Context: an optimization exercise on an open-source flow, tuned for small area, a short achievable clock period and few clock cycles per item. The choices shown serve that exercise and are no tape-out recipe.
Function was checked by simulation only, so behaviour that the tests miss may differ from the original.
Power is estimated from default activity; no workload was simulated.

old:
// rational_arith_reduce
module rational_arith_reduce #(
   parameter int OPERAND_WIDTH = 16
) (
   input  logic                                  clock,
   input  logic                                  reset,
   input  logic                                  req_tvalid,
   output logic                                  req_tready,
   input  logic [8*((2+4*OPERAND_WIDTH+7)/8)-1:0] req_tdata,
   output logic                                  rsp_tvalid,
   input  logic                                  rsp_tready,
   output logic [71:0]                           rsp_tdata,
   output logic                                  rsp_tuser
);
Size: roughly 2900 cells after synthesis, about 320 flip-flops, about 150 I/O pins.
export LEC_CHECK = 0
export CAP_MARGIN = 20
export CORE_MARGIN = 2
export CORE_UTILIZATION = 65
export CTS_CLUSTER_DIAMETER = 100
export CTS_CLUSTER_SIZE = 20
export PLACE_DENSITY = 0.8
export SLEW_MARGIN = 20
create_clock -name core_clock -period 15.0 [get_ports {clock}]
standard.sh (not shown) runs the stock make flow with config.mk's settings and CLKGATE_MAP_FILE= SYNTH_SCRIPT=/design/flow/synth_recipe.tcl, a recipe that flattens the netlist after the stock synthesis.
==> flow/flow/run.sh <==
#!/bin/bash
# Standard layout (standard synthesis, floorplan, placement, CTS, routing) with
# the timing repair steps asked to leave 10.8 ns of setup slack at the design's
# clock period, so they size the critical paths up, and every port buffered
# with buf_2 rather than the default delay-buffer cell. The make output goes to
# make_finish.log; each ORFS step logs under orfs/logs/.
set -euo pipefail
bash standard.sh SETUP_SLACK_MARGIN=10.8 "BUFFER_PORTS_ARGS=-buffer_cell sky130_fd_sc_hd__buf_2" finish > make_finish.log 2>&1
Testbench counts of old, summed over its fixed seeds: cycles 38,469, items 2,400.
--- input diff old..new ---
- a deleted CTS_CLUSTER_DIAMETER that had been 100
- a deleted PLACE_DENSITY that had been 0.8
- a change of CORE_UTILIZATION from 65 to 40
- a deleted CTS_CLUSTER_SIZE that had been 20
Results
Aggregate routed wire length was higher in the run labelled new.
From old to new the numbers moved as follows: overall overflow remaining after global route flat, HPWL after detailed placement went up by 1800 um, hold slack went up by 0.012 ns.
old -> new: area of the mapped netlist delta 0, exact match
In the metrics for new and old, the one carrying the higher post-layout total power is new.
Delta (new minus old): fraction of area in registers saw a decrease; number of standard cells in the final layout excluding fillers saw an increase.

========
Setup of alpha:
Starting RTL as in the previous note.
## rational_arith_reduce
module rational_arith_reduce #(
   parameter int OPERAND_WIDTH = 16
) (
   input  logic                                  clock,
   input  logic                                  reset,
   input  logic                                  req_tvalid,
   output logic                                  req_tready,
   input  logic [8*((2+4*OPERAND_WIDTH+7)/8)-1:0] req_tdata,
   output logic                                  rsp_tvalid,
   input  logic                                  rsp_tready,
   output logic [71:0]                           rsp_tdata,
   output logic                                  rsp_tuser
);
   localparam int W  = OPERAND_WIDTH;    
   localparam int NW = 2 * W + 1;        
   localparam int UW = 2 * W;            
   localparam int DW = 2 * W - 1;        
   localparam logic [1:0] F_IDLE = 2'd0, F_MUL = 2'd1, F_POST = 2'd2;
   logic [1:0]    fe_st;
   logic [1:0]    cmd_q;
   logic [W-1:0]  xa_q, xb_q;           
   logic [W:0]    q1_q, q2_q;
   logic [W:0]    hn_q;                 
   logic [W-1:0]  hd_q;                 
   logic          sd_q;                 
   logic          err_q;
   logic [2:0]    cnt_q;
   logic          is_add, is_sub, is_mul, is_div;
   assign is_add = (cmd_q == rar_pkg::CMD_ADD);
   assign is_sub = (cmd_q == rar_pkg::CMD_SUB);
  ...
export LEC_CHECK = 0
export CAP_MARGIN = 20
export CORE_MARGIN = 2
export CORE_UTILIZATION = 70
export CTS_CLUSTER_DIAMETER = 100
export CTS_CLUSTER_SIZE = 24
export SLEW_MARGIN = 20
create_clock -name core_clock -period 15.0 [get_ports {clock}]
Scripts as last shown in full above: flow/flow/run.sh
Testbench counts of alpha, summed over its fixed seeds: cycles 38,469, items 2,400.
Modified inputs, beta compared to alpha
- CTS_CLUSTER_SIZE now 20, was 24
- CORE_UTILIZATION now 55, was 70
- PLACE_DENSITY now 0.75, previously not set
### Flow results
Total setup buffers inserted after CTS, beta vs alpha: up by more than 10%
Wire length of the first global-routing pass: beta lower than alpha
Compared with alpha, in beta area added between synthesis and finish picked up an extra 1.0 points, register-to-register slack higher, clock period minus worst slack now sits lower.
Side by side, share of post-route cells with drive strength above 1 turned out higher in beta than in alpha.
The lower wire length came out of beta.
Looking at total CTS buffers, beta sits 2 higher than alpha does.
beta finished end to end and its layout was clean on timing, DRC and antenna.
Input changes introduced in gamma (baseline for comparison: beta):
- CTS_CLUSTER_SIZE: 20 -> unset
- CORE_UTILIZATION: 55 -> 40
- PLACE_DENSITY: 0.75 -> unset
- CTS_CLUSTER_DIAMETER: 100 -> unset
==> flow/flow/run.sh <==
#!/bin/bash
# Standard layout (standard synthesis, floorplan, placement, CTS, routing) with
# the timing repair steps asked to leave 10.6 ns of setup slack at the design's
# clock period, so they size the critical paths up, and every port buffered
# with buf_4 rather than the default delay-buffer cell. The make output goes to
# make_finish.log; each ORFS step logs under orfs/logs/.
set -euo pipefail
bash standard.sh SETUP_SLACK_MARGIN=10.6 "BUFFER_PORTS_ARGS=-buffer_cell sky130_fd_sc_hd__buf_4" finish > make_finish.log 2>&1
[summary]
- Taking beta as the reference, in gamma number of post-CTS setup repair buffers shows a reduction of 27, count of buffers not belonging to the clock network in the layout -63, total CTS buffers now larger.
- Re clock-cell share of area: beta was lower than gamma.
- Count of inserted antenna diode cells across beta and gamma: no real change.
- Compared to beta, gamma has fraction of the cycle the final worst path needs 0.89 points higher.
- Measured against each other, beta and gamma differ in routed wirelength normalized by instance count, the lower figure coming from gamma.
- gamma -> beta: total negative setup slack delta 0, exact match
- Reg2reg setup slack ends up lower on gamma.
- Against beta, power consumed by combinational cells in gamma fell slightly.
- Power in sequential cells delta (gamma -> beta): insignificant
Modified inputs, delta compared to gamma
- a change of CORE_UTILIZATION from 40 to 60
- an added CTS_CLUSTER_SIZE of 24
- an added CTS_CLUSTER_DIAMETER of 100
==> flow/flow/run.sh <==
#!/bin/bash
# Standard layout (standard synthesis, floorplan, placement, CTS, routing) with
# the timing repair steps asked to leave 10.8 ns of setup slack at the design's
# clock period, so they size the critical paths up, and every port buffered
# with buf_2 rather than the default delay-buffer cell. The make output goes to
# make_finish.log; each ORFS step logs under orfs/logs/.
set -euo pipefail
bash standard.sh SETUP_SLACK_MARGIN=10.8 "BUFFER_PORTS_ARGS=-buffer_cell sky130_fd_sc_hd__buf_2" finish > make_finish.log 2>&1
==> run notes <==
Cell type of the slowest stage on the worst timing path = sky130_fd_sc_hd__or4_4: gamma; cell type of the slowest stage on the worst timing path = sky130_fd_sc_hd__edfxtp_1: delta. Summary of delta over gamma: register clock-pin slew on the reported worst setup and hold paths went up by 0.05 ns, overall via count from detail_route went up by 3.6%. From gamma to delta the numbers moved as follows: power density over the cells lower; total power dropped 0.35 mW; top achievable clock speed increased by 8.9 MHz relative to the old numbers. Cmp delta and gamma / sum of routed wire segments on met1 / lower: delta. Comparing delta and gamma, the lower part of the power in combinational logic is on gamma.

========
Setup of JK:
Starting RTL as in the previous note.
// rational_arith_reduce
module rational_arith_reduce #(
   parameter int OPERAND_WIDTH = 16
) (
   input  logic                                  clock,
   input  logic                                  reset,
   input  logic                                  req_tvalid,
   output logic                                  req_tready,
   input  logic [8*((2+4*OPERAND_WIDTH+7)/8)-1:0] req_tdata,
   output logic                                  rsp_tvalid,
   input  logic                                  rsp_tready,
   output logic [71:0]                           rsp_tdata,
   output logic                                  rsp_tuser
);
==> flow/config.mk <==
export PLATFORM = sky130hd
export DESIGN_NAME = rational_arith_reduce
export DESIGN_NICKNAME = rational_arith_reduce
export VERILOG_FILES = /design/flow/design.v
export SDC_FILE = /design/flow/constraint.sdc
export NUM_CORES = 4
export LEC_CHECK = 0
export CAP_MARGIN = 20
export CORE_MARGIN = 2
export CORE_UTILIZATION = 65
export CTS_CLUSTER_DIAMETER = 100
export CTS_CLUSTER_SIZE = 24
export SLEW_MARGIN = 20
==> flow/constraint.sdc <==
create_clock -name core_clock -period 15.0 [get_ports {clock}]
set_input_delay 3.0000 -clock core_clock [delete_from_list [all_inputs] [get_ports {clock}]]
set_output_delay 3.0000 -clock core_clock [all_outputs]
set_load 0.01 [all_outputs]
==> flow/flow/run.sh <==
#!/bin/bash
# Standard layout (standard synthesis, floorplan, placement, CTS, routing) with
# the timing repair steps asked to leave 11.0 ns of setup slack at the design's
# clock period, so they size the critical paths up, and every port buffered
# with buf_2 rather than the default delay-buffer cell. The make output goes to
# make_finish.log; each ORFS step logs under orfs/logs/.
set -euo pipefail
bash standard.sh SETUP_SLACK_MARGIN=11.0 "BUFFER_PORTS_ARGS=-buffer_cell sky130_fd_sc_hd__buf_2" finish > make_finish.log 2>&1
Every stage of the flow completed for JK, and the final layout passed the timing, DRC and antenna checks.
Testbench counts of JK, summed over its fixed seeds: cycles 38,469, items 2,400.
diff inputs: JK => MS
- changing CORE_UTILIZATION from 65 to 55
- removing CTS_CLUSTER_DIAMETER (formerly 100)
- removing CTS_CLUSTER_SIZE (formerly 24)
==> flow/flow/run.sh <==
#!/bin/bash
# Standard layout (standard synthesis, floorplan, placement, CTS, routing) with
# the timing repair steps asked to leave 10.8 ns of setup slack at the design's
# clock period, so they size the critical paths up, and every port buffered
# with buf_2 rather than the default delay-buffer cell. The make output goes to
# make_finish.log; each ORFS step logs under orfs/logs/.
set -euo pipefail
bash standard.sh SETUP_SLACK_MARGIN=10.8 "BUFFER_PORTS_ARGS=-buffer_cell sky130_fd_sc_hd__buf_2" finish > make_finish.log 2>&1
## What came out
In MS the power density normalized to cell area turned out 4.2 nW/um2 higher than in JK. Global-route wire length before repair was lower in MS than in JK. Re height of the chip: MS and JK aren't equal, and the higher value belongs to MS. The fmax was comparable across MS and JK. Per the comparison of MS with JK, clock group share of total power saw an increase, register-to-register slack now sits lower. Final instance area: MS vs JK — no meaningful difference. MS: detailed-routing iteration count for the pre-antenna-repair pass 1 below JK. Comparing global-route track usage on met1 for MS and JK, the smaller number came from MS.
### MS -> AL
- CORE_UTILIZATION now 65, was 55
- CTS_CLUSTER_SIZE now 22, previously not set
- CTS_CLUSTER_DIAMETER now 120, previously not set
## What came out
Every run (AL and MS) finished clean. Cell area | AL vs MS | AL smaller. The worst path setup slack after routing number comes out lower for AL vs MS. Summary of the comparison: clock edge transition at the registers on the reported setup and hold paths is higher in AL, relative to MS. Delta (AL minus MS): number of antenna violations at the first check in global routing grew by 3; overall power decreased about 5.5%; clock network latency to the later pin of the worst-skew pair went down; die area down 15%; internal power summed over all cells went down.
Input changes introduced in TR (baseline for comparison: AL):
- clearing CTS_CLUSTER_DIAMETER, which used to be 120
- swapping 65 for 55 in CORE_UTILIZATION
- clearing CTS_CLUSTER_SIZE, which used to be 22
==> flow/flow/run.sh <==
#!/bin/bash
# Standard layout (standard synthesis, floorplan, placement, CTS, routing) with
# the timing repair steps asked to leave 10.8 ns of setup slack at the design's
# clock period, so they size the critical paths up, and every port buffered
# with buf_1 rather than the default delay-buffer cell. The make output goes to
# make_finish.log; each ORFS step logs under orfs/logs/.
set -euo pipefail
bash standard.sh SETUP_SLACK_MARGIN=10.8 "BUFFER_PORTS_ARGS=-buffer_cell sky130_fd_sc_hd__buf_1" finish > make_finish.log 2>&1
- AL and TR all finish clean.
- TR ends up with a time the final worst path needs with I/O delays and setup that is 13 ps higher than in AL.
- Status: final worst-path cycle share parity (AL, TR)
- Sort AL and TR by number of global-route vias before repair, descending, and AL comes first.
- Portion of total power attributed to the clock network up 5.7 points in TR wrt AL
- When TR is measured against AL, its antenna cell count turns out 2 lower.

-- separate check: timing with driven ports --
Ports are ideal in the flow. The routed layouts listed here were re-timed in OpenROAD. Step 1 assumes that a clkbuf_16 drives the clock port and a buf_2 every other input. Step 2 also shifts input and output timing later by t, the mid clock arrival at the registers, as if the neighbouring blocks saw the same clock. a / b / c = no drivers / after step 1 / after step 2; a / b = the first two.
run	t, ns	slack for setup (ns)	worst hold slack (ns)	worst setup path at the end	worst register clock-pin slew, ns
old	0.591	10.808 / 10.751 / 10.640	0.504 / 0.504 / 0.504	input to register	0.10 / 0.10
new	0.633	10.790 / 10.734 / 10.621	0.516 / 0.516 / 0.516	input to register	0.06 / 0.06
alpha	0.587	10.744 / 10.744 / 10.574	0.509 / 0.509 / 0.509	input to register	0.11 / 0.11
beta	0.603	10.786 / 10.730 / 10.708	0.499 / 0.499 / 0.499	input to register	0.10 / 0.10
gamma	0.633	10.652 / 10.652 / 10.605	0.524 / 0.524 / 0.524	input to register	0.06 / 0.06
delta	0.604	10.814 / 10.755 / 10.646	0.496 / 0.496 / 0.496	input to register	0.11 / 0.11
JK	0.587	10.809 / 10.753 / 10.668	0.515 / 0.515 / 0.515	input to register	0.11 / 0.11
MS	0.629	10.807 / 10.750 / 10.608	0.497 / 0.497 / 0.497	input to register	0.07 / 0.07
AL	0.599	10.804 / 10.746 / 10.613	0.503 / 0.503 / 0.503	input to register	0.11 / 0.11
TR	0.632	10.790 / 10.732 / 10.584	0.489 / 0.489 / 0.489	input to register	0.06 / 0.06
After both steps every run listed still meets setup and hold. For TR, which loses most, drivers alone change the setup slack by -0.058 ns; drivers and shift together by -0.206 ns.
